This design comes from an exercise in tuning for small area and a short achievable clock period on the open sky130 flow, not from production work. The RTL was checked by simulation tests, not by an equivalence proof against the original design.

`flow/config.mk`:
```
export PLATFORM = sky130hd
export DESIGN_NAME = median_filter
export DESIGN_NICKNAME = median_filter
export VERILOG_FILES = /design/flow/design.v
export SDC_FILE = /design/flow/constraint.sdc
export NUM_CORES = 4
export LEC_CHECK = 0
export CAP_MARGIN = 20
export CORE_MARGIN = 2
export CORE_UTILIZATION = 40
export SLEW_MARGIN = 20
```
`flow/constraint.sdc`:
```
create_clock -name core_clock -period 22.0 [get_ports {clk}]
set_input_delay 4.4000 -clock core_clock [delete_from_list [all_inputs] [get_ports {clk}]]
set_output_delay 4.4000 -clock core_clock [all_outputs]
set_load 0.01 [all_outputs]
```
`flow/design.v`:
```
`timescale 1ns/10ps
module median_window_buffer (
	input  logic         clk,
	input  logic         rst,
	input  logic         i_clken,
	input  logic [39:0]  i_column,
	input  logic         i_mode,
	output logic         o_valid,
	output logic         o_mode,
	output logic [199:0] o_pixels,
	output logic [24:0]  o_alive,
	output logic [4:0]   o_below
);
	logic [199:0] cols;
	logic mode_q;
	logic [4:0] fill;
	logic [199:0] win_d;
	logic [199:0] win_pixels;
	logic win_mode;
	logic win_valid;
	always_comb begin
		for (int r = 0; r < 5; r++) begin
			for (int c = 0; c < 5; c++) begin
				win_d[(r * 5 + c) * 8 +: 8] = cols[(4 - c) * 40 + r * 8 +: 8];
			end
		end
	end
	always_ff @(posedge clk) begin
		if (i_clken) begin
			cols <= {cols[159:0], i_column};
			win_pixels <= win_d;
		end
	end
	always_ff @(posedge clk or negedge rst) begin
		if (!rst) begin
			fill <= 5'd0;
			mode_q <= 1'b1;
			win_mode <= 1'b1;
			win_valid <= 1'b0;
		end else if (i_clken) begin
			if (fill != 5'd5) begin
				fill <= fill + 5'd1;
			end
			mode_q <= i_mode;
			win_mode <= mode_q;
			win_valid <= (fill == 5'd5);
		end
	end
	assign o_valid = win_valid;
	assign o_mode = win_mode;
	assign o_pixels = win_pixels;
	assign o_alive = win_mode ? 25'h1FFFFFF : 25'b0000001110011100111000000;
	assign o_below = 5'd0;
endmodule
module median_bitplane_stage #(
	parameter int BIT = 7
) (
	input  logic         clk,
	input  logic         rst,
	input  logic         i_clken,
	input  logic         i_valid,
	input  logic         i_mode,
	input  logic [199:0] i_pixels,
	input  logic [24:0]  i_alive,
	input  logic [4:0]   i_below,
	output logic         o_valid,
	output logic         o_mode,
	output logic [199:0] o_pixels,
	output logic [24:0]  o_alive,
	output logic [4:0]   o_below
);
	logic [4:0] zeros;
	logic [4:0] total;
	logic [4:0] rank;
	logic median_zero;
	logic [24:0] alive_d;
	logic [4:0] below_d;
	logic valid_q;
	logic mode_q;
	logic [199:0] pixels_q;
	logic [24:0] alive_q;
	logic [4:0] below_q;
	always_comb begin
		zeros = 5'd0;
		for (int i = 0; i < 25; i++) begin
			if (i_alive[i] && !i_pixels[i * 8 + BIT]) begin
				zeros = zeros + 5'd1;
			end
		end
		total = i_below + zeros;
		rank = i_mode ? 5'd13 : 5'd5;
		median_zero = (total >= rank);
		for (int i = 0; i < 25; i++) begin
			if (median_zero) begin
				alive_d[i] = i_alive[i] & ~i_pixels[i * 8 + BIT];
			end else begin
				alive_d[i] = i_alive[i] & i_pixels[i * 8 + BIT];
			end
		end
		below_d = median_zero ? i_below : total;
	end
	always_ff @(posedge clk) begin
		if (i_clken) begin
			pixels_q <= i_pixels;
			alive_q <= alive_d;
			below_q <= below_d;
		end
	end
	always_ff @(posedge clk or negedge rst) begin
		if (!rst) begin
			valid_q <= 1'b0;
			mode_q <= 1'b1;
		end else if (i_clken) begin
			valid_q <= i_valid;
			mode_q <= i_mode;
		end
	end
	assign o_valid = valid_q;
	assign o_mode = mode_q;
	assign o_pixels = pixels_q;
	assign o_alive = alive_q;
	assign o_below = below_q;
endmodule
module median_output_stage (
	input  logic         clk,
	input  logic         rst,
	input  logic         i_clken,
	input  logic         i_valid,
	input  logic [199:0] i_pixels,
	input  logic [24:0]  i_alive,
	output logic [7:0]   o_median,
	output logic         o_valid
);
	logic [7:0] med_d;
	always_comb begin
		med_d = 8'd0;
		for (int i = 0; i < 25; i++) begin
			if (i_alive[i]) begin
				med_d = med_d | i_pixels[i * 8 +: 8];
			end
		end
	end
	always_ff @(posedge clk or negedge rst) begin
		if (!rst) begin
			o_median <= 8'd0;
			o_valid <= 1'b0;
		end else if (i_clken) begin
			o_valid <= i_valid;
			if (i_valid) begin
				o_median <= med_d;
			end
		end
	end
endmodule
module median_filter (
	input  logic        clk,
	input  logic        rst,
	input  logic        i_clken,
	input  logic        i_mode,
	input  logic [39:0] i_column,
	output logic [7:0]  o_median,
	output logic        o_valid
);
	logic [8:0]        l_valid;
	logic [8:0]        l_mode;
	logic [8:0][199:0] l_pixels;
	logic [8:0][24:0]  l_alive;
	logic [8:0][4:0]   l_below;
	median_window_buffer u_window_buffer (
		.clk      (clk),
		.rst      (rst),
		.i_clken  (i_clken),
		.i_column (i_column),
		.i_mode   (i_mode),
		.o_valid  (l_valid[0]),
		.o_mode   (l_mode[0]),
		.o_pixels (l_pixels[0]),
		.o_alive  (l_alive[0]),
		.o_below  (l_below[0])
	);
	genvar s;
	generate
		for (s = 0; s < 8; s++) begin : g_stage
			median_bitplane_stage #(
				.BIT (7 - s)
			) u_stage (
				.clk      (clk),
				.rst      (rst),
				.i_clken  (i_clken),
				.i_valid  (l_valid[s]),
				.i_mode   (l_mode[s]),
				.i_pixels (l_pixels[s]),
				.i_alive  (l_alive[s]),
				.i_below  (l_below[s]),
				.o_valid  (l_valid[s+1]),
				.o_mode   (l_mode[s+1]),
				.o_pixels (l_pixels[s+1]),
				.o_alive  (l_alive[s+1]),
				.o_below  (l_below[s+1])
			);
		end
	endgenerate
	median_output_stage u_median_output (
		.clk      (clk),
		.rst      (rst),
		.i_clken  (i_clken),
		.i_valid  (l_valid[8]),
		.i_pixels (l_pixels[8]),
		.i_alive  (l_alive[8]),
		.o_median (o_median),
		.o_valid  (o_valid)
	);
endmodule
```
`flow/run.sh`:
```
#!/bin/bash
# synth_recipe.tcl (not shown) runs the flow's synth.tcl, then flattens the netlist and writes it again
# the make line also repeats each setting of config.mk as NAME=value (left out here)
make -C /OpenROAD-flow-scripts/flow DESIGN_CONFIG=/design/flow/config.mk WORK_HOME=/design/flow/orfs CLKGATE_MAP_FILE= SYNTH_SCRIPT=/design/flow/synth_recipe.tcl finish
```
==> results_dict.tcl <==
set metrics [dict create \
    wirelength_mm 128 \
    end_kind "register" \
    yosys.area.top_type "edfxtp_1" \
    grt_first_pass_wirelength_mm 202 \
    area_delta_synth_final_pct 9.75 \
    drv_slew 0 \
    fin_skew_ps 65.0 \
    ys_types 105 \
    layout.nets 5495 \
    synth_top_family_by_area "simple AND/OR/NAND/NOR gates" \
    finalHoldViolations 0 \
    fin_ws_ps 3680 \
    wl_met3_mm 5.40 \
    wire_per_inst_um 18.0 \
    post_cts_buffers 0 \
    avgSynthCellArea_um2 10.6 \
    critPathKind "register to register" \
    drive_above_1_share_pct 6.22 \
    final_cell_area_um2 61200 \
    syn-cell-area_um2 55800 \
    vias 38491 \
    ioPinCount 53 \
    ys_seq_area_share_pct 44.3 \
    synth_edf_count 795 \
    grt_setup_unrepaired "no" \
    dieArea_um2 142000 \
    synth-simple-area-share_pct 16.4 \
    clkLatencyLatePin_ps 730 \
    crit_family "XOR/XNOR gates" \
    netlist.area_leader.share_pct 42.8 \
    dp_slack_ps 3740 \
    wl_met2_mm 60.2 \
    cts.clk_slew.worst_paths_ps 70 \
    cp_common_cell "xnor2_1" \
    regArea_um2 24700 \
    grt_start_max_net_pins 87 \
    die-width_um 377 \
    grt-ovfl-total 0 \
    row_count 136 \
    worst_pin_slew_ps 1070 \
    grt_use_total_pct 17.7 \
    synth_compound_area_share_pct 11.5 \
    crit_path_max_incr_delay_ps 460 \
    fin_crit_sh_pct 83.3 \
    dp_hpwl_mm 93.6 \
    core_area_um2 138000 \
    place_congestion 0.913 \
    setup_viol 0 \
    ys_ff_latch 827 \
    crit_path_top_delay_cell "ha_1" \
    cts_resized 0 \
    yosys-top-cells-area "edfxtp_1 (43%), xnor2_1 (8.2%), ha_1 (5.0%)" \
    cts_tree "yes" \
    ys_async_sr_fraction_pct 3.87 \
    drt_iter0_markers 2875 \
    grt_pass1_vias 36524 \
    synthCells 5246 \
    ant_nets 0 \
    numClockSinks 827 \
    cts_made_buffers 94 \
    synthAdderAreaFrac_pct 5.41 \
    antenna_found_initial 1 \
    clockBufferDepth 3 \
    multi_input_area_um2 29700 \
    setup_tns_ps 0 \
    die_h_um 377 \
    crit_path_max_fanout 25 \
    period_needed_ps 18320 \
    synthMuxAreaShare_pct 4.56 \
    ys_warn_count 10 \
    cp.required_ps 22490 \
    highest_layer "met4" \
    fmax_mhz 54.6 \
    min_path_type "register to register" \
    fillerInstances 12817 \
    max_cap_violations 0 \
    status "complete, no violations" \
    diodes 0 \
    placed_cell_area_um2 57900 \
    io_buffers 52 \
    synth_xor_area_share_pct 15.3 \
    synth_nets 5518 \
    met1_length_mm 58.4 \
    path_buf_inv 3 \
    clock-root-buffer "clkbuf_16" \
    arrival_ps 18820 \
    postCtsHoldBufs 0 \
    drc_errors 0 \
    htreeDepth 3 \
    first_pass_iters 5 \
    synth_ff_type "edfxtp_1" \
    synthTopCellsByCount "edfxtp_1 (795), nand2_1 (623), xnor2_1 (520)" \
    viasPerCell 5.42 \
    yosysMostFrequentCell "edfxtp_1" \
    start_util_pct 40.4 \
    crit_path_start_kind "register" \
    relSlewSlack_pct 28.9 \
]
-- kinds of logic (layout without fill, tap and decap cells) --
logic type,count (synthesis),after routing
mux,245,245
compound gates,953,953
simple gates,1816,1816
fa+ha+maj,239,239
xor+xnor,810,810
other cells,1,1
buf+inv,355,413
flops,827,827
-- metrics by stage --
| step | util (%) | hold WS (ps) | std cells |
|---|---|---|---|
| 6_report | 44.4 | 394 | 7098 |
| 5_1_grt | 44.4 | 385 | 7098 |
| 4_1_cts | 44.4 | 388 | 7098 |
| 3_5_place_dp | 42.0 | 405 | 6921 |
| 3_3_place_gp | 42.0 | 401 | 6921 |
| 2_1_floorplan | - | 400 | 5246 |
-- state kept, by name (all words and copies together), names as in the netlist --
register,cells
u_median_output.o_valid,1
u_window_buffer.mode_q,1
g_stage.u_stage.pixels_q,320
u_window_buffer.cols,199
u_window_buffer.win_valid,1
u_window_buffer.fill,5
g_stage.u_stage.alive_q,200
g_stage.u_stage.valid_q,8
u_window_buffer.win_mode,1
g_stage.u_stage.mode_q,7
g_stage.u_stage.below_q,35
u_median_output.o_median,8
u_window_buffer.win_pixels,41
-- layout make-up --
| class | instances | share of cell area [%] |
|---|---|---|
| clock inverters | 69 | 1.35 |
| repair buffers | 77 | 1.16 |
| flip-flops and latches | 827 | 40.3 |
| clock buffers | 108 | 3.95 |
| well taps | 1794 | 3.67 |
| multi-input cells | 4064 | 48.6 |
| inverters | 159 | 0.975 |
-- final timing paths --
| kind | startpoint | to | slack, ps | depth (start not counted) |
|---|---|---|---|---|
| max in group asynchronous | rst | g_stage[3].u_stage.valid_q | 17650 | 2 |
| hold / removal | u_window_buffer.cols[179] | u_window_buffer.win_pixels[83] | 390 | 0 |
| hold reg to reg | u_window_buffer.cols[179] | u_window_buffer.win_pixels[83] | 390 | 0 |
| min in group asynchronous | rst | u_median_output.o_median[6] | 3840 | 2 |
| setup / recovery | g_stage[7].u_stage.pixels_q[8] | g_stage[7].u_stage.alive_q[15] | 3680 | 82 |
| setup reg to reg | g_stage[7].u_stage.pixels_q[8] | g_stage[7].u_stage.alive_q[15] | 3680 | 82 |
-- per-layer routing --
layer | global-route usage [%] | vias to the layer above
met5 | 0 | -
met4 | 6.13 | 0
met3 | 2.33 | 172
met2 | 29.4 | 749
met1 | 23.9 | 18433
li1 | - | 19137
-- cells in the final DEF (no fill, tap or decap), types with 21 or more instances in the layout --
cell             instances
edfxtp_1               795
nand2_1                623
xnor2_1                520
nor2_1                 278
ha_1                   221
o21ai_0                194
nand2b_1               188
mux2i_1                184
a21oi_1                177
nor2b_1                176
xor2_1                 174
inv_1                  152
nand3_1                124
clkbuf_16               94
a22oi_1                 81
nor3_1                  81
a31oi_1                 64
nand3b_1                58
xnor3_1                 58
nand4_1                 56
clkdlybuf4s50_1         50
and2_1                  41
mux2_2                  39
o22ai_1                 35
o211ai_1                34
a21o_1                  32
o31ai_1                 31
and3_1                  28
a211oi_1                27
nor3b_1                 25
buf_4                   25
xnor2_2                 24
or3_1                   24
a221oi_1                23
dfrtp_1                 23
a22o_1                  22
o21a_1                  21
clkinv_2                21

-- static timing again, ports no longer ideal --
Ports are ideal in the flow. The routed layout listed here was re-timed in OpenROAD. Step 1 (the two cells are an assumption about what drives the block):
set clk [get_ports {clk}]
set_driving_cell -lib_cell sky130_fd_sc_hd__clkbuf_16 $clk
set_driving_cell -lib_cell sky130_fd_sc_hd__buf_2 [delete_from_list [all_inputs] $clk]
Step 2, shift: input delay + t, output delay - t, t = (earliest + latest rising clock arrival at the registers) / 2. This alone moves slack from input paths to output paths. a / b / c = ideal ports / drivers / drivers and shift; a / b = the first two.
t (ns): 0.776
setup WS [ns]: 3.676 / 3.676 / 3.676
worst setup path after step 2: register to register
worst register clock-pin slew, ns: 0.07 / 0.07
pins driven straight from the clock port: 1
After both steps this run still meets setup and hold. For this run, drivers alone change the setup slack by 0.000 ns; drivers and shift together by 0.000 ns.
